Context: an optimization exercise on an open-source flow, tuned for small area. The choices shown serve that exercise and are no tape-out recipe.
Function was checked by simulation only, so behaviour that the tests miss may differ from the original.
No activity file was given, so power comes from the tool's default toggle rates.

[design.v]
module caravel_mem_selftest #(
   parameter int ADDR_W = 6,
   parameter int HOLD   = 4
) (
   input  logic        clock,
   input  logic        reset,
   input  logic        start,
   input  logic        inject_fault,
   input  logic        upset_en,
   input  logic [ADDR_W-1:0] upset_addr,
   input  logic [4:0]  upset_bit,
   output logic [15:0] checkbits,
   output logic        done,
   output logic        pass
);
   localparam int N     = 2 ** ADDR_W;
   localparam int CNT_W = ADDR_W + 3;
   logic ph_w_q, ph_h_q, ph_b_q;    
   logic fin_q;                     
   logic ok_q;                      
   logic rd_q;                      
   logic [CNT_W-1:0] cnt_q;
   logic up_q, b0_q;                
   logic act, wr, rdst, mismatch, last_wr, last_rd, hold_end;
   assign act      = ph_w_q | ph_h_q | ph_b_q;
   assign wr       = act & ~fin_q & ~rd_q;
   assign rdst     = act & ~fin_q & rd_q;
   assign mismatch = up_q | (b0_q ^ inject_fault);
   assign last_wr  = ph_w_q ? (cnt_q[ADDR_W-1:0] == '1) :
                     ph_h_q ? (cnt_q[ADDR_W:0] == '1) : (cnt_q[ADDR_W+1:0] == '1);
   assign last_rd  = ph_w_q ? cnt_q[ADDR_W] : ph_h_q ? cnt_q[ADDR_W+1] : cnt_q[ADDR_W+2];
   assign hold_end = (cnt_q[1:0] == 2'(HOLD - 1));
   always_ff @(posedge clock) begin
      if (reset) begin
         ph_w_q <= 1'b0;
         ph_h_q <= 1'b0;
         ph_b_q <= 1'b0;
         fin_q  <= 1'b0;
         ok_q   <= 1'b0;
         rd_q   <= 1'b0;
         cnt_q  <= '0;
      end else if (!act) begin
         cnt_q <= '0;
         if (start) ph_w_q <= 1'b1;
      end else if (wr) begin
         if (last_wr) begin
            rd_q  <= 1'b1;
            cnt_q <= '0;
         end else begin
            cnt_q <= cnt_q + CNT_W'(1);
         end
      end else if (rdst) begin
         if (cnt_q != '0 && mismatch) begin
            fin_q <= 1'b1;
            cnt_q <= '0;
         end else if (last_rd) begin
            fin_q <= 1'b1;
            ok_q  <= 1'b1;
            cnt_q <= '0;
         end else begin
            cnt_q <= cnt_q + CNT_W'(1);
         end
      end else if (ok_q && !ph_b_q) begin
         if (hold_end) begin
            ph_w_q <= 1'b0;
            ph_h_q <= ph_w_q;
            ph_b_q <= ph_h_q;
            fin_q  <= 1'b0;
            ok_q   <= 1'b0;
            rd_q   <= 1'b0;
            cnt_q  <= '0;
         end else begin
            cnt_q <= cnt_q + CNT_W'(1);
         end
      end
   end
   assign checkbits = {act, 1'b0, act, 1'b0, fin_q, 1'b0, fin_q, fin_q,
                       1'b0, ph_w_q, ph_h_q, ph_b_q, 3'b000, ok_q};
   assign done      = fin_q & (~ok_q | ph_b_q);
   assign pass      = fin_q & ok_q & ph_b_q;
   logic [ADDR_W-1:0] row;
   logic [3:0]        lanes, wlanesn;
   assign row     = ph_w_q ? cnt_q[ADDR_W-1:0] : ph_h_q ? cnt_q[ADDR_W:1] : cnt_q[ADDR_W+1:2];
   assign lanes   = ph_w_q ? 4'hF : ph_h_q ? (cnt_q[0] ? 4'hC : 4'h3) : (4'b0001 << cnt_q[1:0]);
   assign wlanesn = ~(lanes & {4{wr}});
   logic [N-1:0] rsel, rseln, usel, useln;
   logic [31:0]  ucol;
   always_comb begin
      for (int a = 0; a < N; a++) begin
         rsel[a]  = (row == ADDR_W'(a));
         rseln[a] = ~rsel[a];
         usel[a]  = upset_en && (upset_addr == ADDR_W'(a));
         useln[a] = ~usel[a];
      end
      for (int b = 0; b < 32; b++) ucol[b] = (upset_bit == 5'(b));
   end
   logic [4*N-1:0] clr;
   for (genvar a = 0; a < N; a++) begin : g_clr
      for (genvar l = 0; l < 4; l++) begin : g_lane
         caravel_mem_selftest_o21ai u_clr (
            .a1(rseln[a]), .a2(wlanesn[l]), .b1(useln[a]), .y(clr[4*a+l])
         );
      end
   end
   logic [N*32-1:0] n_q;
   logic [31:0]     uxn;
   logic [3:0]      ukeep;
   assign ukeep = ~(~wlanesn & {4{row == upset_addr}});
   for (genvar b = 0; b < 32; b++) begin : g_ucol
      logic [N-1:0] col;
      logic [1:0]   part;
      for (genvar a = 0; a < N; a++) begin : g_row
         assign col[a] = n_q[32*a+b];
      end
      caravel_mem_selftest_or64 u_or (.s(usel), .d(col), .yn(part));
      assign uxn[b] = ~((part[0] & part[1] & ukeep[b/8]) ^ ucol[b]);
   end
   caravel_mem_selftest_array #(.N(N)) u_array (
      .clock(clock), .clr(clr), .loadn(useln), .xn(uxn), .q(n_q)
   );
   logic [3:0] rz, rb;
   for (genvar l = 0; l < 4; l++) begin : g_rlane
      logic [N-1:0] b0col, nzn;
      logic [1:0]   part;
      for (genvar a = 0; a < N; a++) begin : g_row
         assign b0col[a] = n_q[32*a+8*l];
         caravel_mem_selftest_bytenz u_nz (
            .n(n_q[32*a+8*l+1 +: 7]), .sel(rsel[a]), .yn(nzn[a])
         );
      end
      caravel_mem_selftest_or64 u_or (.s(rsel), .d(b0col), .yn(part));
      assign rb[l] = part[0] & part[1];
      assign rz[l] = ~(&nzn);
   end
   always_ff @(posedge clock) begin
      if (ph_w_q) begin
         b0_q <= rb[0];
         up_q <= |rz | rb[1] | rb[2] | rb[3];
      end else if (ph_h_q) begin
         b0_q <= cnt_q[0] ? rb[2] : rb[0];
         up_q <= cnt_q[0] ? (rz[2] | rz[3] | rb[3]) : (rz[0] | rz[1] | rb[1]);
      end else begin
         b0_q <= rb[cnt_q[1:0]];
         up_q <= rz[cnt_q[1:0]];
      end
   end
endmodule
module caravel_mem_selftest_array #(
   parameter int N = 64
) (
   input  logic            clock,
   input  logic [4*N-1:0]  clr,
   input  logic [N-1:0]    loadn,
   input  logic [31:0]     xn,
   output logic [N*32-1:0] q
);
   logic [N*32-1:0] d;
   for (genvar a = 0; a < N; a++) begin : g_row
      for (genvar b = 0; b < 32; b++) begin : g_bit
         caravel_mem_selftest_o22a u_d (
            .a1(q[32*a+b]), .a2(clr[4*a+b/8]), .b1(xn[b]), .b2(loadn[a]), .y(d[32*a+b])
         );
      end
   end
   always_ff @(posedge clock) q <= d;
endmodule
module caravel_mem_selftest_or64 (
   input  logic [63:0] s,
   input  logic [63:0] d,
   output logic [1:0]  yn
);
   logic [21:0] g;
   for (genvar j = 0; j < 21; j++) begin : g_aoi
      caravel_mem_selftest_a222oi u_aoi (
         .a1(s[3*j]), .a2(d[3*j]), .b1(s[3*j+1]), .b2(d[3*j+1]),
         .c1(s[3*j+2]), .c2(d[3*j+2]), .y(g[j])
      );
   end
   assign g[21] = ~(s[63] & d[63]);
   assign yn[0] = &g[10:0];
   assign yn[1] = &g[21:11];
endmodule
module caravel_mem_selftest_bytenz (
   input  logic [6:0] n,
   input  logic       sel,
   output logic       yn
);
   logic p0, p1;
   caravel_mem_selftest_nand4 u_p0 (.a(n[3:0]), .y(p0));
   caravel_mem_selftest_nand3 u_p1 (.a(n[6:4]), .y(p1));
   caravel_mem_selftest_o21ai u_y (.a1(p0), .a2(p1), .b1(sel), .y(yn));
endmodule
module caravel_mem_selftest_o22a (
   input logic a1, a2, b1, b2,
   output logic y
);
   assign y = (a1 | a2) & (b1 | b2);
endmodule
module caravel_mem_selftest_a222oi (
   input logic a1, a2, b1, b2, c1, c2,
   output logic y
);
   assign y = ~((a1 & a2) | (b1 & b2) | (c1 & c2));
endmodule
module caravel_mem_selftest_o21ai (
   input logic a1, a2, b1,
   output logic y
);
   assign y = ~((a1 | a2) & b1);
endmodule
module caravel_mem_selftest_nand4 (
   input logic [3:0] a,
   output logic y
);
   assign y = ~(&a);
endmodule
module caravel_mem_selftest_nand3 (
   input logic [2:0] a,
   output logic y
);
   assign y = ~(&a);
endmodule
[run.sh]
#!/bin/bash
# synth_recipe.tcl (not shown) runs the flow's synth.tcl, then flattens the netlist and writes it again
# the make line also repeats each setting of config.mk as NAME=value (left out here)
make -C /OpenROAD-flow-scripts/flow DESIGN_CONFIG=/design/flow/config.mk WORK_HOME=/design/flow/orfs CLKGATE_MAP_FILE= SYNTH_SCRIPT=/design/flow/synth_recipe.tcl finish
[config.mk]
export PLATFORM = sky130hd
export DESIGN_NAME = caravel_mem_selftest
export DESIGN_NICKNAME = caravel_mem_selftest
export VERILOG_FILES = /design/flow/design.v
export SDC_FILE = /design/flow/constraint.sdc
export NUM_CORES = 4
export LEC_CHECK = 0
export CAP_MARGIN = 20
export CORE_MARGIN = 2
export CORE_UTILIZATION = 45
export CTS_BUF_LIST = sky130_fd_sc_hd__clkbuf_8
export CTS_CLUSTER_DIAMETER = 60
export CTS_CLUSTER_SIZE = 16
export PLACE_DENSITY = 0.55
export SLEW_MARGIN = 20
export SYNTH_HIERARCHICAL = 1
export SYNTH_MINIMUM_KEEP_SIZE = 0
[constraint.sdc]
create_clock -name core_clock -period 10.0 [get_ports {clock}]
set_input_delay 2.0000 -clock core_clock [delete_from_list [all_inputs] [get_ports {clock}]]
set_output_delay 2.0000 -clock core_clock [all_outputs]
set_load 0.01 [all_outputs]
==> results.toml, run 1 <==
[cts]
cts_tree = "yes"
clock_latency_ns = 1.03
htree_num_levels = 4
cts.sinks = 2065
cts_hold_buffers = 0
cts_buffer_depth = 3
post-cts-setup-buffers = 0
clkTransAtPathRegs_ns = 0.10
numCtsBuffers = 170
post_cts_resized = 0
cts-root-buf = "clkbuf_8"

[routing]
drt_iter0_markers = 16415
via_per_inst = 7.66
routed_wl_mm = 383
drc = 0
routedWlPerCell_um = 39.0
vias = 75256
drtAntennaViolNets = 0
first_pass_iters = 14

[setup_path]
required_ns = 10.95
critical_path_class = "in2reg"
crit_family = "simple AND/OR/NAND/NOR gates"
path_common_cell = "buf_4"
crit_path_end_kind = "flip-flop"
cp_max_fo = 37
cp.arrival_ns = 8.48
crit_buf_inv = 5
max_stage_delay_ns = 1.20
start_kind = "input port"
r2r_setup_slack_ns = 3.22
cp_slowest_cell = "nor3_1"
reg2regPathDepth = 15
r2r-start = "ph_w_q"
reg2reg_to = "b0_q"
path_cells = "clkdlybuf4s50_1 > nand2b_1 > nor2_1 > nand2_1 > buf_4 > inv_1 > buf_4 > a222oi_1 > nand4_1 > nor3_1 > nand2_1 > a21oi_1 > xor2_4 > buf_4 > o22a_1"
crit_start = "upset_addr[3]"

[placement]
finalWeightedCongestion = 1.03
portBuffers = 26
dpl.hpwl_mm = 272

[sta]
setup_viol = 0
worst_pin_slew_ns = 1.34
hold_viol = 0
setup_tns_ns = 0
rsz0062_at_grt = "no"
min_period_over_period = 0.752
fin_crit_ns = 7.52
fmax_ghz = 0.133
max_slew_margin = 0.102
skew_ns = 0.0662
drv_slew = 0

[power]
finalPower_uw = 20800
power_density_nw_per_um2 = 238
total_leakage_power_uw = 0.0312
vdd.ir_drop.worst_v = 0.000163

[global_routing]
track_usage = 0.411
antenna_found_initial = 18
grt_overflow = 0
grt_max_degree = 65
grt_pass1_wl_mm = 529
grt_pass1_vias = 68463

[synthesis]
synth-edff-count = 0
synth_cells = 6977
synth-seq-cells = 2065
yosysWarningCount = 8
synth-seq-area-share = 0.527
synth.distinct_cells = 70
syn_area_per_cell_sq_um = 11.2
synth_area_sq_um = 78400
synthArstFlopShare = 0
synth_flop_cell = "dfxtp_1"

[min_path]
hold_path.startpoint = "u_array.q[992]"
hold_end = "u_array.q[992]"
min_path_type = "reg2reg"
min_path_cells = 1

[floorplanning]
ios = 34
core_sq_um = 173000
die_h_um = 421
initial_utilization = 0.452
die_w_um = 421
die_area_sq_um = 178000
num_rows = 153

[final_layout]
syn2layout_area_growth_pct = 11.4
n_fill_cell = 16035
final_core_util = 0.504
fin_nets = 7403
layout-drive-gt1-share = 0.0827

[flow_run]
drv_cap = 0

[outcome]
status = "no timing/DRC/antenna violations"
through the flow:
stage	setup WS [ns]	hold WS (ns)	cells	cell area, sq um
final	2.48	0.505	9819	87300
after global placement	1.88	0.474	9532	83800
after CTS	3.03	0.505	9809	87200
after detailed placement	1.95	0.483	9533	83800
after global routing	2.67	0.518	9815	87300
after floorplan	2.72	0.467	6983	78400
worst reg2reg max path: cells and delay by family, from the launching register on:
kind / cells / cell delay [ns]
mux: 1 / 0.48
simple gates: 6 / 2.72
flops: 1 / 0.33
compound gates: 4 / 1.46
buf+inv: 4 / 1.68
worst max path at each step:
| stage | endpoint | depth (start not counted) |
|---|---|---|
| 2_1_floorplan | u_array.q[0] | 12 |
| 3_3_place_gp | u_array.q[411] | 15 |
| 3_5_place_dp | u_array.q[474] | 15 |
| 4_1_cts | u_array.q[186] | 15 |
| 5_1_grt | u_array.q[58] | 15 |
| 6_report | u_array.q[186] | 15 |
where the power goes:
part | internal, uW | switching [uW]
clock network | 2070 | 3060
logic | 1900 | 2310
registers | 9940 | 1480
area by class of cell:
type,count,area [sq um],share of cell area
Sequential cell,2065,41300,0.473
Multi-Input combinational cell,4762,36900,0.422
Tap cell,2325,2910,0.0333
Clock buffer,189,2600,0.0298
Timing Repair Buffer,283,2370,0.0271
Clock inverter,87,853,0.00977
Inverter,100,375,0.00430
Antenna cell,8,20.0,0.000229
flip-flops by register name (all words and copies together) (netlist names):
name,count
ph_b_q,1
up_q,1
cnt_q,9
ph_h_q,1
rd_q,1
ph_w_q,1
u_array.q,2048
b0_q,1
fin_q,1
ok_q,1
synth_stat cells, types with 2 or more instances:
cell | count | area [sq um]
a2111oi_2 | 36 | 541
a211o_1 | 4 | 35.0
a211oi_1 | 3 | 22.5
a21o_1 | 3 | 22.5
a21oi_1 | 44 | 220
a21oi_2 | 4 | 35.0
a221oi_1 | 2 | 17.5
a222oi_1 | 756 | 7570
a22oi_1 | 5 | 37.5
a31oi_1 | 4 | 25.0
a32oi_1 | 2 | 17.5
and2_1 | 3 | 18.8
and3_1 | 2 | 12.5
buf_2 | 14 | 70.1
buf_4 | 17 | 128
buf_6 | 2 | 22.5
clkbuf_1 | 23 | 86.3
dfxtp_1 | 2065 | 41300
ha_1 | 5 | 62.6
inv_1 | 98 | 368
mux2i_1 | 4 | 40.0
nand2_1 | 245 | 920
nand2b_1 | 15 | 93.8
nand3_1 | 301 | 1510
nand3b_1 | 3 | 22.5
nand4_1 | 470 | 2940
nor2_1 | 110 | 413
nor2b_1 | 8 | 50.1
nor3_1 | 54 | 270
nor3b_1 | 5 | 37.5
nor4_1 | 16 | 100
o211ai_1 | 3 | 22.5
o21a_1 | 3 | 22.5
o21ai_0 | 9 | 45.0
o21ai_1 | 512 | 2560
o22a_1 | 2050 | 18000
o22ai_1 | 2 | 12.5
o32a_1 | 2 | 20.0
o32ai_1 | 2 | 17.5
xnor2_1 | 19 | 166
xor2_1 | 23 | 201
cells by family after synthesis:
group / count (synthesis) / synth area share
flip-flops: 2065 / 0.527
XOR/XNOR: 42 / 0.00469
AND/OR/NAND/NOR: 1244 / 0.0831
other: 1 / 0.0000478
multiplexers: 7 / 0.00123
adder cells (fa/ha/maj): 5 / 0.000798
buffers and inverters: 156 / 0.00870
AO/OA/AOI/OAI: 3457 / 0.374
per-module statistics from Yosys, one instance, submodules excluded, excerpt:
| module | cell area, sq um | cells | flip-flops and latches | copies in the design |
|---|---|---|---|---|
| caravel_mem_selftest_nand4 | 6.26 | 1 | 0 | 256 |
| caravel_mem_selftest | 4500 | 813 | 17 | 1 |
| caravel_mem_selftest_o21ai | 5.00 | 1 | 0 | 512 |
| caravel_mem_selftest_a222oi | 10.0 | 1 | 0 | 756 |
| caravel_mem_selftest_nand3 | 5.00 | 1 | 0 | 256 |
| caravel_mem_selftest_or64 | 53.8 | 8 | 0 | 36 |
| caravel_mem_selftest_o22a | 8.76 | 1 | 0 | 2048 |
metal layers:
metal / global-route usage / vias to the layer above / share of wire
li1: - / 31208 / -
met1: 0.523 / 37864 / 0.38
met2: 0.596 / 5179 / 0.42
met3: 0.107 / 993 / 0.11
met4: 0.309 / 12 / 0.087
met5: 0 / - / 0.00021
cells in the final DEF (no fill, tap or decap), types with 5 or more instances in the layout:
cell type / count
nor4_1: 14
nand2_1: 245
nand4_1: 470
o21ai_1: 511
clkdlybuf4s50_1: 26
a22oi_1: 5
xor2_4: 16
inv_6: 13
clkinv_2: 18
diode_2: 8
buf_4: 244
nand2b_1: 15
clkinv_4: 6
ha_1: 5
o22a_1: 2050
xor2_1: 7
clkinvlp_4: 14
conb_1: 7
dfxtp_1: 2064
a2111oi_2: 35
clkbuf_8: 189
o21ai_0: 9
nor2b_1: 8
nand3_1: 301
a222oi_1: 756
buf_12: 11
inv_1: 111
bufinv_16: 11
nor2_2: 6
nor2_1: 104
a21oi_1: 44
xnor2_2: 16
nor3_1: 51
inv_2: 6
==> run 2: changes to the inputs <==
==> flow/run.sh (new file) <==
#!/bin/bash
set -euo pipefail
export CTS_ARGS="-sink_clustering_enable -repair_clock_nets -sink_clustering_size 16 -sink_clustering_max_diameter 60 -buf_list sky130_fd_sc_hd__clkbuf_8 -dont_use_dummy_load"
bash standard.sh > standard_flow.log 2>&1
==> standard.sh (new file) <==
#!/bin/bash
# synth_recipe.tcl (not shown) runs the flow's synth.tcl, then flattens the netlist and writes it again
# the make line also repeats each setting of config.mk as NAME=value (left out here)
make -C /OpenROAD-flow-scripts/flow DESIGN_CONFIG=/design/flow/config.mk WORK_HOME=/design/flow/orfs CLKGATE_MAP_FILE= SYNTH_SCRIPT=/design/flow/synth_recipe.tcl "${@:-finish}"
removed: run.sh
==> results.toml, run 2 <==
[sta]
min_period_over_period = 0.751
setup_viol = 0
drv_slew = 0
setup_tns_ns = 0
finalWorstSetupSlack_ns = 2.49
rsz0062_at_grt = "no"
max_slew_margin = 0.197
fmax_ghz = 0.133
whs_ns = 0.501
fin_crit_ns = 7.51
worst_pin_slew_ns = 1.20
hold_viol = 0
skew_ns = 0.0949

[power]
total_leakage_power_uw = 0.0306
power_density_nw_per_um2 = 231
switching_share = 0.329
p_seq_frac = 0.574
clock_power_share = 0.215
power_switching_uw = 6540
intPower_uw = 13400
combPwrFrac = 0.211
vdd.ir_drop.worst_v = 0.000165

[floorplanning]
die_w_um = 421
initial_utilization = 0.452
num_rows = 153
die_h_um = 421
die_area_sq_um = 178000
core_sq_um = 173000
ios = 34

[synthesis]
synth-edff-count = 0
yosysWarningCount = 8
synth-simple-area-share = 0.0831
synth.distinct_cells = 70
synth.top_cell.area_share = 0.527
yosys-top-cells-area = "dfxtp_1, o22a_1, a222oi_1"
synth.top_cells.by_count = "dfxtp_1, o22a_1, a222oi_1"
synthArstFlopShare = 0
synth_flop_cell = "dfxtp_1"
synth-seq-area-share = 0.527
yosysMostFrequentCell = "dfxtp_1"
syn_area_per_cell_sq_um = 11.2
synth-seq-cells = 2065
synth_compound_area_frac = 0.374
synth_area_sq_um = 78400
synth_cells = 6977
synth_adder_area_share = 0.000798
synthMuxAreaShare = 0.00123
synthXorXnorAreaFrac = 0.00469
synth_top_cell_by_area = "dfxtp_1"
synth_top_family_by_area = "compound AO/OA/AOI/OAI gates"

[routing]
routedWlPerCell_um = 39.3
drc = 0
first_pass_iters = 14
drt_iter0_markers = 15885
drtAntennaViolNets = 0
via_per_inst = 7.71
routed_wl_mm = 382
vias = 74937

[setup_path]
cp_slowest_cell = "nor3_1"
crit_family = "buffers and inverters"
start_kind = "input port"
crit_buf_inv = 5
crit_path_end_kind = "flip-flop"
path_common_cell = "buf_4"
cp.arrival_ns = 8.44
max_stage_delay_ns = 1.09
reg2regPathDepth = 15
path_cells = "clkdlybuf4s50_1 > nand2b_1 > nor2_1 > nand2_1 > buf_4 > inv_1 > buf_4 > a222oi_1 > nand4_1 > nor3_1 > nand2_1 > a21oi_1 > xor2_4 > buf_4 > o22a_1"
cp_max_fo = 37
path_depth = 15
critical_path_class = "in2reg"
required_ns = 10.92

[placement]
finalWeightedCongestion = 1.03
dpl.hpwl_mm = 272
portBuffers = 26
post-place-ws_ns = 1.95
dpl_cell_area_sq_um = 83800

[cts]
clock_latency_ns = 1.04
numCtsBuffers = 170
post_cts_resized = 0
cts.sinks = 2065
clkTransAtPathRegs_ns = 0.09
cts_buffer_depth = 3
cts-root-buf = "clkbuf_8"
cts_tree = "yes"
cts_hold_buffers = 0
htree_num_levels = 4
post-cts-setup-buffers = 0

[final_layout]
final_cell_mix = "dfxtp_1, o22a_1, a222oi_1"
top_regs = "u_array.q x2048, cnt_q x9"
largest-register = "u_array.q"
layout_commonest_cell = "dfxtp_1"
n_fill_cell = 16100
fin_area_sq_um = 86200
syn2layout_area_growth_pct = 10.0
fin_nets = 7404
largest_reg_flops = 2048
final_core_util = 0.497
layout-drive-gt1-share = 0.0721

[global_routing]
grt_max_degree = 65
antenna_found_initial = 18
grt_pass1_wl_mm = 528
track_usage = 0.410
grt_overflow = 0
grt_pass1_vias = 68383

[min_path]
min_path_type = "reg2reg"
min_path_cells = 1

[outcome]
status = "no timing/DRC/antenna violations"

[flow_run]
drv_cap = 0
run 2: cell counts after synthesis:
Identical to the previous run, type by type.
run 2: cells by family (layout without fill, tap and decap cells):
logic type / Yosys count / in the layout
simple gates: 1244 / 1244
mux: 7 / 7
compound gates: 3457 / 3457
xor+xnor: 42 / 42
buf+inv: 156 / 554
other cells: 1 / 16
flops: 2065 / 2065
fa+ha+maj: 5 / 5
run 2: stage by stage:
step | instances | power (uW)
after floorplan | 6983 | 13800
after global placement | 9532 | 15500
after detailed placement | 9533 | 15600
after CTS | 9703 | 19800
after global routing | 9708 | 20600
final | 9715 | 19900
run 2: path summary, 6_finish.rpt:
path         slack, ns             end           start
max               2.49  u_array.q[154]   upset_addr[3]
min               0.50  u_array.q[880]  u_array.q[880]
max reg2reg       3.10            b0_q          ph_w_q
min reg2reg       0.50  u_array.q[880]  u_array.q[880]
run 2: final cells by class:
class                   count  area (sq um)  area share
flip-flops and latches   2065         41300       0.479
multi-input cells        4762         36900       0.428
well taps                2325          2910      0.0337
repair buffers            284          2370      0.0275
clock buffers             170          2340      0.0271
inverters                 100           375     0.00435
diodes                      9          22.5    0.000261
run 2: power groups by stage:
stage	sequential [uW]	combinational, uW	clock (uW)
floorplan	11100	2690	0
finish	11400	4200	4280
detailed placement	11500	4080	0
global placement	11500	4010	0
global route	11600	4360	4610
CTS	11400	4090	4340
run 2: per-layer routing:
layer  wire length (um)  vias to the layer above  GRT usage
met2             158000                     5281      0.593
li1                   -                    31106          -
met1             144000                    37505      0.519
met4              34900                       14      0.313
met3              45300                     1031      0.112
met5                 83                        -          0
run 2: Yosys stat by module (local to each module, per instance), a selection:
module / area (sq um) / cells inside
caravel_mem_selftest: 4500 / 813
caravel_mem_selftest_or64: 53.8 / 8
caravel_mem_selftest_a222oi: 10.0 / 1
caravel_mem_selftest_o22a: 8.76 / 1
caravel_mem_selftest_nand4: 6.26 / 1
caravel_mem_selftest_nand3: 5.00 / 1
caravel_mem_selftest_o21ai: 5.00 / 1
==> run 3: changes to the inputs <==
--- a/config.mk
+++ b/config.mk
@@ -11,7 +11,7 @@
 export CTS_BUF_LIST = sky130_fd_sc_hd__clkbuf_8
 export CTS_CLUSTER_DIAMETER = 60
 export CTS_CLUSTER_SIZE = 16
-export PLACE_DENSITY = 0.55
+export PLACE_DENSITY = 0.7
 export SLEW_MARGIN = 20
 export SYNTH_HIERARCHICAL = 1
 export SYNTH_MINIMUM_KEEP_SIZE = 0
==> results.toml, run 3 <==
[setup_path]
cp.arrival_ns = 8.72
cp_slowest_cell = "a2111oi_2"
r2r_setup_slack_ns = 3.45
path_cells = "clkdlybuf4s50_1 > and3_1 > nand2_1 > buf_4 > clkinv_1 > a222oi_1 > nand4_1 > a2111oi_2 > nand2_1 > a21oi_1 > xor2_4 > buf_4 > o22a_1"
r2r-start = "ph_w_q"
endpoint = "u_array.q[948]"
max_stage_delay_ns = 0.98
required_ns = 10.85
reg2reg_to = "up_q"
critical_path_class = "in2reg"
start_kind = "input port"
crit_family = "buffers and inverters"
crit_buf_inv = 4
reg2regPathDepth = 15
path_depth = 13
crit_path_end_kind = "flip-flop"
cp_max_fo = 43
crit_start = "upset_addr[4]"

[cts]
cts_tree = "yes"
clock_latency_ns = 1.01
cts-root-buf = "clkbuf_8"
cts.sinks = 2065
htree_num_levels = 4
cts_hold_buffers = 0
numCtsBuffers = 157
post_cts_resized = 0
clkTransAtPathRegs_ns = 0.07
post-cts-setup-buffers = 0
cts_buffer_depth = 3

[min_path]
min_path_type = "reg2reg"
min_path_cells = 1

[global_routing]
grt_max_degree = 65
antenna_found_initial = 18
grt_overflow = 0
grt_pass1_wl_mm = 508
track_usage = 0.387
grt_pass1_vias = 68849

[final_layout]
syn2layout_area_growth_pct = 9.53
top_regs = "u_array.q x2048, cnt_q x9"
largest-register = "u_array.q"
fin_cells = 9676
final_cell_mix = "dfxtp_1, o22a_1, a222oi_1"
layout-drive-gt1-share = 0.0671
largest_reg_flops = 2048
final_core_util = 0.495
layout_commonest_cell = "dfxtp_1"
n_fill_cell = 15898
fin_nets = 7365

[sta]
setup_tns_ns = 0
whs_ns = 0.505
skew_ns = 0.124
hold_viol = 0
drv_slew = 0
fin_crit_ns = 7.87
min_period_over_period = 0.787
fmax_ghz = 0.127
rsz0062_at_grt = "no"
max_slew_margin = 0.133
setup_viol = 0
worst_pin_slew_ns = 1.29

[routing]
drtAntennaViolNets = 0
routedWlPerCell_um = 37.5
drt_iter0_markers = 17581
via_per_inst = 7.83
first_pass_iters = 13
drc = 0
vias = 75808
routed_wl_mm = 362

[synthesis]
synth_area_sq_um = 78400
synth_top_cell_by_area = "dfxtp_1"
syn_area_per_cell_sq_um = 11.2
synth.top_cell.area_share = 0.527
yosys-top-cells-area = "dfxtp_1, o22a_1, a222oi_1"
synth.distinct_cells = 70
synthXorXnorAreaFrac = 0.00469
synthArstFlopShare = 0
synth.top_cells.by_count = "dfxtp_1, o22a_1, a222oi_1"
synth_top_family_by_area = "compound AO/OA/AOI/OAI gates"
synth_adder_area_share = 0.000798
synth_compound_area_frac = 0.374
synth-seq-cells = 2065
yosysWarningCount = 8
synth-simple-area-share = 0.0831
synth-edff-count = 0
synth-seq-area-share = 0.527
yosysMostFrequentCell = "dfxtp_1"
synth_flop_cell = "dfxtp_1"
synth_cells = 6977
synthMuxAreaShare = 0.00123

[floorplanning]
die_h_um = 421
initial_utilization = 0.452
die_area_sq_um = 178000
num_rows = 153
ios = 34
die_w_um = 421
core_sq_um = 173000

[placement]
portBuffers = 26
finalWeightedCongestion = 1.08
dpl.hpwl_mm = 256
dp.cells = 9502

[flow_run]
drv_cap = 0

[power]
power_density_nw_per_um2 = 229
total_leakage_power_uw = 0.0303
finalPower_uw = 19700
vdd.ir_drop.worst_v = 0.000209

[outcome]
status = "no timing/DRC/antenna violations"
run 3: changes by cell type in the layout (fill, tap and decap cells not counted), sizes merged:
cell	before	now
clkbuf	170	157
clkinv	1	8
buf	258	232
inv	99	92
run 3: cell type report:
type,instances,area [sq um],area share
antenna,9,22.5,0.000262
inverter,100,375,0.00437
tap,2325,2910,0.0339
multi-input combinational,4762,36900,0.430
sequential,2065,41300,0.481
timing repair buffer,258,2170,0.0253
clock buffer,157,2160,0.0252
run 3: power breakdown:
| part | switching, uW | leakage [uW] | internal [uW] |
|---|---|---|---|
| Sequential | 1460 | 0.0171 | 9940 |
| Clock | 2680 | 0.00113 | 1410 |
| Combinational | 2300 | 0.0121 | 1880 |
run 3: cell families after synthesis:
kind of cell | after synthesis
AOI/OAI and AO/OA | 3457
xor gates and xnor gates | 42
adders and majority gates | 5
buffers and inverters | 156
DFF | 2065
muxes | 7
other | 1
and+or+nand+nor | 1244
run 3: worst min-delay path by stage:
stage	slack, ns	startpoint	end
CTS	0.50	u_array.q[636]	u_array.q[636]
global placement	0.47	u_array.q[1984]	u_array.q[1984]
global route	0.52	u_array.q[636]	u_array.q[636]
floorplan	0.47	u_array.q[0]	u_array.q[0]
finish	0.51	u_array.q[672]	u_array.q[672]
detailed placement	0.48	u_array.q[1113]	u_array.q[1113]
run 3: through the flow:
| step | setup WS [ns] | instance area [sq um] |
|---|---|---|
| 4_1_cts | 2.81 | 85700 |
| 3_3_place_gp | 1.81 | 83500 |
| 5_1_grt | 2.21 | 85800 |
| 3_5_place_dp | 1.86 | 83500 |
| 2_1_floorplan | 2.72 | 78400 |
| 6_report | 2.13 | 85900 |
run 3: metal layers:
metal  up-vias  GRT usage  part of all wire
li1      31030          -                 -
met1     37360      0.479              0.36
met2      6128      0.569              0.42
met3      1274      0.110              0.13
met4        16      0.294             0.095
met5         -          0           0.00031
run 3: worst register-to-register path: cells and delay by family (launching register included):
kind | cells | cell delay (ns)
compound gates | 6 | 1.95
simple gates | 6 | 2.91
flops | 1 | 0.32
buf+inv | 3 | 1.23
run 3: Yosys stat by module (local to each module, per instance), excerpt:
| module | cells inside | copies in the design | cell area, sq um |
|---|---|---|---|
| caravel_mem_selftest_a222oi | 1 | 756 | 10.0 |
| caravel_mem_selftest_o22a | 1 | 2048 | 8.76 |
| caravel_mem_selftest | 813 | 1 | 4500 |
| caravel_mem_selftest_o21ai | 1 | 512 | 5.00 |
| caravel_mem_selftest_or64 | 8 | 36 | 53.8 |
| caravel_mem_selftest_nand4 | 1 | 256 | 6.26 |
| caravel_mem_selftest_nand3 | 1 | 256 | 5.00 |
==> run 4: changes to the inputs <==
==> flow/run.sh (replaced) <==
#!/bin/bash
set -euo pipefail
export CTS_ARGS="-sink_clustering_enable -repair_clock_nets -sink_clustering_size 16 -sink_clustering_max_diameter 70 -buf_list sky130_fd_sc_hd__clkbuf_8 -dont_use_dummy_load"
bash standard.sh > standard_flow.log 2>&1
--- a/config.mk
+++ b/config.mk
@@ -9,7 +9,7 @@
 export CORE_MARGIN = 2
 export CORE_UTILIZATION = 45
 export CTS_BUF_LIST = sky130_fd_sc_hd__clkbuf_8
-export CTS_CLUSTER_DIAMETER = 60
+export CTS_CLUSTER_DIAMETER = 70
 export CTS_CLUSTER_SIZE = 16
 export PLACE_DENSITY = 0.7
 export SLEW_MARGIN = 20
==> results.toml, run 4 <==
[cts]
cts_buffer_depth = 3
numCtsBuffers = 152
cts_tree = "yes"
cts_hold_buffers = 0
post_cts_resized = 0
htree_num_levels = 4
clock_latency_ns = 0.97
clkTransAtPathRegs_ns = 0.10
post-cts-setup-buffers = 0
cts.sinks = 2065
cts-root-buf = "clkbuf_8"

[synthesis]
yosysMostFrequentCell = "dfxtp_1"
synthMuxAreaShare = 0.00123
synth_cells = 6977
synth-seq-area-share = 0.527
synth_adder_area_share = 0.000798
synth.top_cell.area_share = 0.527
synthXorXnorAreaFrac = 0.00469
synth.distinct_cells = 70
synth_top_cell_by_area = "dfxtp_1"
synth-edff-count = 0
synthArstFlopShare = 0
yosys-top-cells-area = "dfxtp_1, o22a_1, a222oi_1"
syn_area_per_cell_sq_um = 11.2
synth_flop_cell = "dfxtp_1"
synth-seq-cells = 2065
synth-simple-area-share = 0.0831
synth_compound_area_frac = 0.374
synth.top_cells.by_count = "dfxtp_1, o22a_1, a222oi_1"
yosysWarningCount = 8
synth_area_sq_um = 78400
synth_top_family_by_area = "compound AO/OA/AOI/OAI gates"

[placement]
finalWeightedCongestion = 1.08
portBuffers = 26
dpl.hpwl_mm = 256
dpl_cell_area_sq_um = 83500

[final_layout]
syn2layout_area_growth_pct = 9.42
fin_nets = 7359
fin_area_sq_um = 85800
layout-drive-gt1-share = 0.0662
layout_commonest_cell = "dfxtp_1"
largest_reg_flops = 2048
register_area_sq_um = 41300
final_cell_mix = "dfxtp_1, o22a_1, a222oi_1"
largest-register = "u_array.q"
n_fill_cell = 15873
multi_input_area_sq_um = 36900
top_regs = "u_array.q x2048, cnt_q x9"

[sta]
setup_tns_ns = 0
fmax_ghz = 0.126
rsz0062_at_grt = "no"
max_slew_margin = 0.0898
fin_crit_ns = 7.94
drv_slew = 0
min_period_over_period = 0.794
setup_viol = 0
hold_viol = 0
skew_ns = 0.126
worst_pin_slew_ns = 1.35

[power]
combPwrFrac = 0.213
total_leakage_power_uw = 0.0303
p_seq_frac = 0.581
power_switching_uw = 6440
intPower_uw = 13200
clock_power_share = 0.206
vdd.ir_drop.worst_v = 0.000203
power_density_nw_per_um2 = 229
switching_share = 0.328

[setup_path]
start_kind = "input port"
cp.arrival_ns = 8.81
reg2reg_to = "up_q"
r2r_setup_slack_ns = 3.39
reg2regPathDepth = 15
critical_path_class = "in2reg"
r2r-start = "ph_w_q"
cp_max_fo = 40
required_ns = 10.87
crit_path_end_kind = "flip-flop"

[floorplanning]
ios = 34
num_rows = 153
initial_utilization = 0.452
die_h_um = 421
core_sq_um = 173000
die_area_sq_um = 178000
die_w_um = 421

[routing]
routedWlPerCell_um = 37.5
drc = 0
via_per_inst = 7.85
drt_iter0_markers = 16920
routed_wl_mm = 363
first_pass_iters = 14
drtAntennaViolNets = 0
vias = 75861

[flow_run]
drv_cap = 0

[global_routing]
grt_overflow = 0
antenna_found_initial = 18
grt_pass1_vias = 68990
track_usage = 0.387
grt_max_degree = 65
grt_pass1_wl_mm = 509

[min_path]
hold_path.startpoint = "u_array.q[382]"
min_path_type = "reg2reg"
min_path_cells = 1
hold_end = "u_array.q[382]"

[outcome]
status = "no timing/DRC/antenna violations"
## run 4: power groups by stage
stage,Clock (uW),Combinational (uW),Sequential [uW]
3_5_place_dp,0,4030,11500
6_report,4040,4190,11400
3_3_place_gp,0,3920,11500
4_1_cts,4050,4040,11300
5_1_grt,4350,4310,11600
2_1_floorplan,0,2690,11100
## run 4: worst max-delay path, stage by stage
cell and delay, ns:
clkdlybuf4s50_1 0.54, and3_1 0.60, nand2_1 0.43, buf_4 0.48, clkinv_1 0.96, a222oi_1 0.65
nand4_1 0.34, a2111oi_2 0.84, nand2_1 0.10, a21oi_1 0.34, xor2_4 0.87, buf_12 0.36
o22a_1 0.19
## run 4: per-layer routing
| layer | routed length, um | GRT usage | up-vias |
|---|---|---|---|
| li1 | - | - | 31030 |
| met2 | 151000 | 0.569 | 6087 |
| met1 | 129000 | 0.478 | 37438 |
| met3 | 47700 | 0.115 | 1276 |
| met5 | 215 | 0 | - |
| met4 | 34700 | 0.294 | 30 |
## run 4: logic make-up (layout without fill, tap and decap cells)
group,count (synthesis),in the layout
and+or+nand+nor,1244,1244
adders and majority gates,5,5
DFF,2065,2065
xor gates and xnor gates,42,42
buffers and inverters,156,509
AOI/OAI and AO/OA,3457,3457
other,1,11
muxes,7,7
## run 4: final cells by class
cell class              count  area share
clock buffers             152      0.0244
diodes                      4    0.000117
repair buffers            257      0.0253
inverters                 100     0.00438
multi-input cells        4762       0.430
well taps                2325      0.0339
flip-flops and latches   2065       0.482
## run 4: how the worst max path moves through the flow
stage          slack (ns)  cells past startpoint               to     startpoint
5_1_grt              2.19                     13  u_array.q[1624]  upset_addr[4]
3_3_place_gp         1.81                     14  u_array.q[1682]  upset_addr[2]
6_report             2.06                     13  u_array.q[1624]  upset_addr[4]
3_5_place_dp         1.86                     13    u_array.q[58]  upset_addr[5]
4_1_cts              2.77                     13   u_array.q[506]  upset_addr[5]
2_1_floorplan        2.72                     12     u_array.q[0]       upset_en
## run 4: per-module statistics from Yosys, one instance, submodules excluded, a selection
module                       copies in the design  flip-flops and latches  cells inside  area [sq um]
caravel_mem_selftest                            1                      17           813          4500
caravel_mem_selftest_a222oi                   756                       0             1          10.0
caravel_mem_selftest_nand3                    256                       0             1          5.00
caravel_mem_selftest_nand4                    256                       0             1          6.26
caravel_mem_selftest_o21ai                    512                       0             1          5.00
caravel_mem_selftest_o22a                    2048                       0             1          8.76
caravel_mem_selftest_or64                      36                       0             8          53.8
## run 4: metrics by stage
stage	instances	hold slack, ns	util	setup WS (ns)	power, uW
global placement	9500	0.474	0.481	1.81	15400
detailed placement	9502	0.484	0.482	1.86	15500
global route	9662	0.519	0.494	2.19	20200
floorplan	6983	0.467	-	2.72	13800
CTS	9654	0.508	0.494	2.77	19400
finish	9665	0.505	0.495	2.06	19600
==> run 5: changes to the inputs <==
--- a/design.v
+++ b/design.v
@@ -79,41 +79,67 @@
    assign done      = fin_q & (~ok_q | ph_b_q);
    assign pass      = fin_q & ok_q & ph_b_q;
    logic [ADDR_W-1:0] row;
-   logic [3:0]        lanes, wlanesn;
+   logic [3:0]        lanes;
    assign row     = ph_w_q ? cnt_q[ADDR_W-1:0] : ph_h_q ? cnt_q[ADDR_W:1] : cnt_q[ADDR_W+1:2];
    assign lanes   = ph_w_q ? 4'hF : ph_h_q ? (cnt_q[0] ? 4'hC : 4'h3) : (4'b0001 << cnt_q[1:0]);
-   assign wlanesn = ~(lanes & {4{wr}});
-   logic [N-1:0] rsel, rseln, usel, useln;
-   logic [31:0]  ucol;
+   logic [N-1:0]    rsel, rseln;
+   logic [2*N-1:0]  usel, useln;
+   logic [7:0]      uhi, uhin, ulo, ulon;
+   logic [31:0]     ucol;
    always_comb begin
       for (int a = 0; a < N; a++) begin
          rsel[a]  = (row == ADDR_W'(a));
          rseln[a] = ~rsel[a];
-         usel[a]  = upset_en && (upset_addr == ADDR_W'(a));
-         useln[a] = ~usel[a];
+      end
+      for (int h = 0; h < 8; h++) begin
+         uhi[h]  = upset_en && (upset_addr[5:3] == 3'(h));
+         uhin[h] = ~uhi[h];
+         ulo[h]  = (upset_addr[2:0] == 3'(h));
+         ulon[h] = ~ulo[h];
       end
       for (int b = 0; b < 32; b++) ucol[b] = (upset_bit == 5'(b));
+   end
+   for (genvar a = 0; a < N; a++) begin : g_usel
+      for (genvar c = 0; c < 2; c++) begin : g_copy
+         caravel_mem_selftest_nand2 u_seln (.a(uhi[a/8]), .b(ulo[a%8]), .y(useln[2*a+c]));
+         caravel_mem_selftest_nor2 u_sel (.a(uhin[a/8]), .b(ulon[a%8]), .y(usel[2*a+c]));
+      end
+   end
+   logic [15:0] wln;
+   for (genvar q = 0; q < 4; q++) begin : g_wl
+      for (genvar l = 0; l < 4; l++) begin : g_lane
+         caravel_mem_selftest_nand2 u_wl (.a(lanes[l]), .b(wr), .y(wln[4*q+l]));
+      end
    end
    logic [4*N-1:0] clr;
    for (genvar a = 0; a < N; a++) begin : g_clr
       for (genvar l = 0; l < 4; l++) begin : g_lane
          caravel_mem_selftest_o21ai u_clr (
-            .a1(rseln[a]), .a2(wlanesn[l]), .b1(useln[a]), .y(clr[4*a+l])
+            .a1(rseln[a]), .a2(wln[4*(a/16)+l]), .b1(useln[2*a+l/2]), .y(clr[4*a+l])
          );
       end
    end
    logic [N*32-1:0] n_q;
-   logic [31:0]     uxn;
+   logic [63:0]     uxn;
    logic [3:0]      ukeep;
-   assign ukeep = ~(~wlanesn & {4{row == upset_addr}});
+   logic [N-1:0]    usel_lo, usel_hi;
+   assign ukeep = ~(lanes & {4{wr && row == upset_addr}});
+   for (genvar a = 0; a < N; a++) begin : g_useln
+      assign usel_lo[a] = usel[2*a];
+      assign usel_hi[a] = usel[2*a+1];
+   end
    for (genvar b = 0; b < 32; b++) begin : g_ucol
       logic [N-1:0] col;
       logic [1:0]   part;
+      logic         v;
       for (genvar a = 0; a < N; a++) begin : g_row
          assign col[a] = n_q[32*a+b];
       end
-      caravel_mem_selftest_or64 u_or (.s(usel), .d(col), .yn(part));
-      assign uxn[b] = ~((part[0] & part[1] & ukeep[b/8]) ^ ucol[b]);
+      caravel_mem_selftest_or64 u_or (.s(b < 16 ? usel_lo : usel_hi), .d(col), .yn(part));
+      assign v = part[0] & part[1] & ukeep[b/8];
+      for (genvar c = 0; c < 2; c++) begin : g_copy
+         caravel_mem_selftest_xnor2 u_x (.a(v), .b(ucol[b]), .y(uxn[2*b+c]));
+      end
    end
    caravel_mem_selftest_array #(.N(N)) u_array (
       .clock(clock), .clr(clr), .loadn(useln), .xn(uxn), .q(n_q)
@@ -150,15 +176,16 @@
 ) (
    input  logic            clock,
    input  logic [4*N-1:0]  clr,
-   input  logic [N-1:0]    loadn,
-   input  logic [31:0]     xn,
+   input  logic [2*N-1:0]  loadn,    
+   input  logic [63:0]     xn,       
    output logic [N*32-1:0] q
 );
    logic [N*32-1:0] d;
    for (genvar a = 0; a < N; a++) begin : g_row
       for (genvar b = 0; b < 32; b++) begin : g_bit
          caravel_mem_selftest_o22a u_d (
-            .a1(q[32*a+b]), .a2(clr[4*a+b/8]), .b1(xn[b]), .b2(loadn[a]), .y(d[32*a+b])
+            .a1(q[32*a+b]), .a2(clr[4*a+b/8]), .b1(xn[2*b+(a/(N/2))]), .b2(loadn[2*a+b/16]),
+            .y(d[32*a+b])
          );
       end
    end
@@ -220,3 +247,21 @@
 );
    assign y = ~(&a);
 endmodule
+module caravel_mem_selftest_nand2 (
+   input logic a, b,
+   output logic y
+);
+   assign y = ~(a & b);
+endmodule
+module caravel_mem_selftest_nor2 (
+   input logic a, b,
+   output logic y
+);
+   assign y = ~(a | b);
+endmodule
+module caravel_mem_selftest_xnor2 (
+   input logic a, b,
+   output logic y
+);
+   assign y = ~(a ^ b);
+endmodule
==> flow/run.sh (replaced) <==
#!/bin/bash
set -euo pipefail
export CTS_ARGS="-sink_clustering_enable -repair_clock_nets -sink_clustering_size 16 -sink_clustering_max_diameter 60 -buf_list sky130_fd_sc_hd__clkbuf_8 -dont_use_dummy_load"
bash standard.sh > standard_flow.log 2>&1
--- a/config.mk
+++ b/config.mk
@@ -9,9 +9,9 @@
 export CORE_MARGIN = 2
 export CORE_UTILIZATION = 45
 export CTS_BUF_LIST = sky130_fd_sc_hd__clkbuf_8
-export CTS_CLUSTER_DIAMETER = 70
+export CTS_CLUSTER_DIAMETER = 60
 export CTS_CLUSTER_SIZE = 16
-export PLACE_DENSITY = 0.7
+export PLACE_DENSITY = 0.55
 export SLEW_MARGIN = 20
 export SYNTH_HIERARCHICAL = 1
 export SYNTH_MINIMUM_KEEP_SIZE = 0
==> results.toml, run 5 <==
[sta]
fin_crit_ns = 6.88
setup_viol = 0
worst_pin_slew_ns = 1.35
hold_viol = 0
fmax_ghz = 0.145
rsz0062_at_grt = "no"
max_slew_margin = 0.0960
setup_tns_ns = 0
drv_slew = 0
skew_ns = 0.0840
min_period_over_period = 0.688

[routing]
via_per_inst = 7.58
routed_wl_mm = 364
routedWlPerCell_um = 37.0
drt_iter0_markers = 12936
vias = 74503
first_pass_iters = 11
drc = 0
drtAntennaViolNets = 0

[final_layout]
layout_commonest_cell = "dfxtp_1"
final_core_util = 0.497
syn2layout_area_growth_pct = 9.38
final_cell_mix = "dfxtp_1, o22a_1, a222oi_1"
largest_reg_flops = 2048
fin_nets = 7514
top_regs = "u_array.q x2048, cnt_q x9"
layout-drive-gt1-share = 0.0726
largest-register = "u_array.q"

[flow_run]
drv_cap = 0

[synthesis]
yosys-top-cells-area = "dfxtp_1, o22a_1, a222oi_1"
synth_top_cell_by_area = "dfxtp_1"
synth_cells = 7137
synth-seq-cells = 2065
synth.top_cells.by_count = "dfxtp_1, o22a_1, a222oi_1"
yosysWarningCount = 8
synth-seq-area-share = 0.523
synth-edff-count = 0
synth_flop_cell = "dfxtp_1"
yosysMostFrequentCell = "dfxtp_1"
synth.top_cell.area_share = 0.523
synthArstFlopShare = 0
synth.distinct_cells = 56
synth_area_sq_um = 79100
syn_area_per_cell_sq_um = 11.1

[setup_path]
cp.arrival_ns = 7.78
r2r_setup_slack_ns = 4.39
crit_start = "upset_addr[2]"
cp_max_fo = 19
critical_path_class = "in2reg"
required_ns = 10.90
crit_buf_inv = 4
cp_slowest_cell = "nand2_1"
crit_path_end_kind = "flip-flop"
path_cells = "clkdlybuf4s50_1 > nor2_1 > nand2_1 > buf_4 > nor2_1 > buf_4 > a222oi_1 > nand4_1 > a2111oi_2 > and3_1 > xnor2_2 > buf_4 > o22a_1"
r2r-start = "ph_h_q"
path_common_cell = "buf_4"
max_stage_delay_ns = 0.88
start_kind = "input port"
crit_family = "simple AND/OR/NAND/NOR gates"

[floorplanning]
ios = 34
core_sq_um = 174000
die_h_um = 423
die_area_sq_um = 179000
die_w_um = 423
num_rows = 153
initial_utilization = 0.454

[placement]
dpl.hpwl_mm = 260
portBuffers = 26
finalWeightedCongestion = 0.996

[cts]
post_cts_resized = 0
numCtsBuffers = 168
cts-root-buf = "clkbuf_8"
cts_hold_buffers = 0
cts_buffer_depth = 3
clock_latency_ns = 1.00
cts_tree = "yes"
cts.sinks = 2065
htree_num_levels = 4
clkTransAtPathRegs_ns = 0.08
post-cts-setup-buffers = 0

[global_routing]
antenna_found_initial = 18
grt_pass1_vias = 68635
grt_pass1_wl_mm = 511
track_usage = 0.389
grt_max_degree = 42
grt_overflow = 0

[power]
vdd.ir_drop.worst_v = 0.000170
power_density_nw_per_um2 = 229
total_leakage_power_uw = 0.0299

[outcome]
status = "no timing/DRC/antenna violations"

[min_path]
min_path_type = "reg2reg"
hold_path.startpoint = "u_array.q[1396]"
-- run 5: cell count changes in the layout (fill, tap and decap cells not counted), sizes merged, moves of 8 or more --
cell / before / now
nor2: 110 / 273
inv: 92 / 40
xnor2: 19 / 71
a21oi: 48 / 13
and3: 2 / 37
nand2: 245 / 280
buf: 231 / 206
xor2: 23 / 6
clkbuf: 152 / 168
nor3: 54 / 42
o21ai: 521 / 533
clkinv: 8 / 0
-- run 5: metal layers --
metal  global-route usage  vias up  routed length (um)
li1                     -    31587                   -
met1                0.511    37396              145000
met2                0.582     4579              155000
met3               0.0851      923               37200
met4                0.239       18               26700
met5                    0        -                 108
-- run 5: power by group --
part,total [uW],switching [uW],internal (uW)
combinational,4120,2200,1920
clock,4240,2730,1500
sequential,11400,1470,9950
total,19800,6410,13400
-- run 5: cell type report --
cell class | instances | area [sq um]
antenna | 10 | 25.0
clock buffer | 168 | 2310
fill | 16378 | 87700
inverter | 40 | 150
multi-input combinational | 4986 | 37900
sequential | 2065 | 41300
tap | 2325 | 2910
timing repair buffer | 232 | 1830
-- run 5: cell families after synthesis --
logic type,synth area share
xor+xnor,0.00853
flops,0.523
other cells,0.0000474
mux,0.000981
simple gates,0.0932
buf+inv,0.00544
fa+ha+maj,0.000791
compound gates,0.368
-- run 5: path summary, 6_finish.rpt --
kind	cells after the start	endpoint
worst min register to register	1	u_array.q[1396]
worst min-delay path	1	u_array.q[1396]
worst max register to register	14	up_q
worst max-delay path	13	u_array.q[1954]
-- run 5: through the flow --
stage          instance area, sq um  total power (uW)  std cells  setup slack [ns]  hold WS [ns]
6_report                      86500             19800       9826              3.12         0.500
4_1_cts                       86300             19700       9811              3.53         0.502
2_1_floorplan                 79100             13800       7143              4.36         0.459
3_5_place_dp                  84000             15600       9643              2.51         0.484
5_1_grt                       86500             20500       9820              3.27         0.511
3_3_place_gp                  84000             15500       9640              2.47         0.474
-- run 5: per-module statistics from Yosys, one instance, submodules excluded, excerpt --
module                       times used  cells  flip-flops and latches  cell area [sq um]
caravel_mem_selftest                  1    637                      17               3620
caravel_mem_selftest_a222oi         756      1                       0               10.0
caravel_mem_selftest_nand2          144      1                       0               3.75
caravel_mem_selftest_nand3          256      1                       0               5.00
caravel_mem_selftest_nand4          256      1                       0               6.26
caravel_mem_selftest_nor2           128      1                       0               3.75
caravel_mem_selftest_o21ai          512      1                       0               5.00
caravel_mem_selftest_o22a          2048      1                       0               8.76
caravel_mem_selftest_or64            36      8                       0               53.8
caravel_mem_selftest_xnor2           64      1                       0               8.76

[what the ideal ports hide]
Ports are ideal in the flow. The routed layouts listed here were re-timed in OpenROAD. Step 1 assumes that a clkbuf_16 drives the clock port and a buf_2 every other input. Step 2 times the ports against the registers' clock, not the clock port: input delays grow and output delays shrink by t, the midpoint of the rising clock arrivals with the driver on. Slacks: ideal / step 1 / step 2; pairs: ideal / step 1.
run | t, ns | setup WS [ns] | worst setup path at the end | worst register clock-pin slew, ns | cell pins on the clock port's net
run 1 | 1.095 | 2.477 / 2.538 / 1.442 | input to register | 0.11 / 0.11 | 1
run 2 | 1.084 | 2.487 / 2.550 / 1.466 | input to register | 0.11 / 0.11 | 1
run 3 | 1.028 | 2.130 / 2.165 / 1.137 | input to register | 0.11 / 0.11 | 1
run 4 | 0.996 | 2.055 / 2.097 / 1.101 | input to register | 0.11 / 0.11 | 1
run 5 | 1.059 | 3.118 / 3.175 / 2.116 | input to register | 0.11 / 0.11 | 1
After both steps setup and hold are still met in every run listed. For run 1, which loses most, drivers alone change the setup slack by +0.061 ns; drivers and shift together by -1.035 ns.
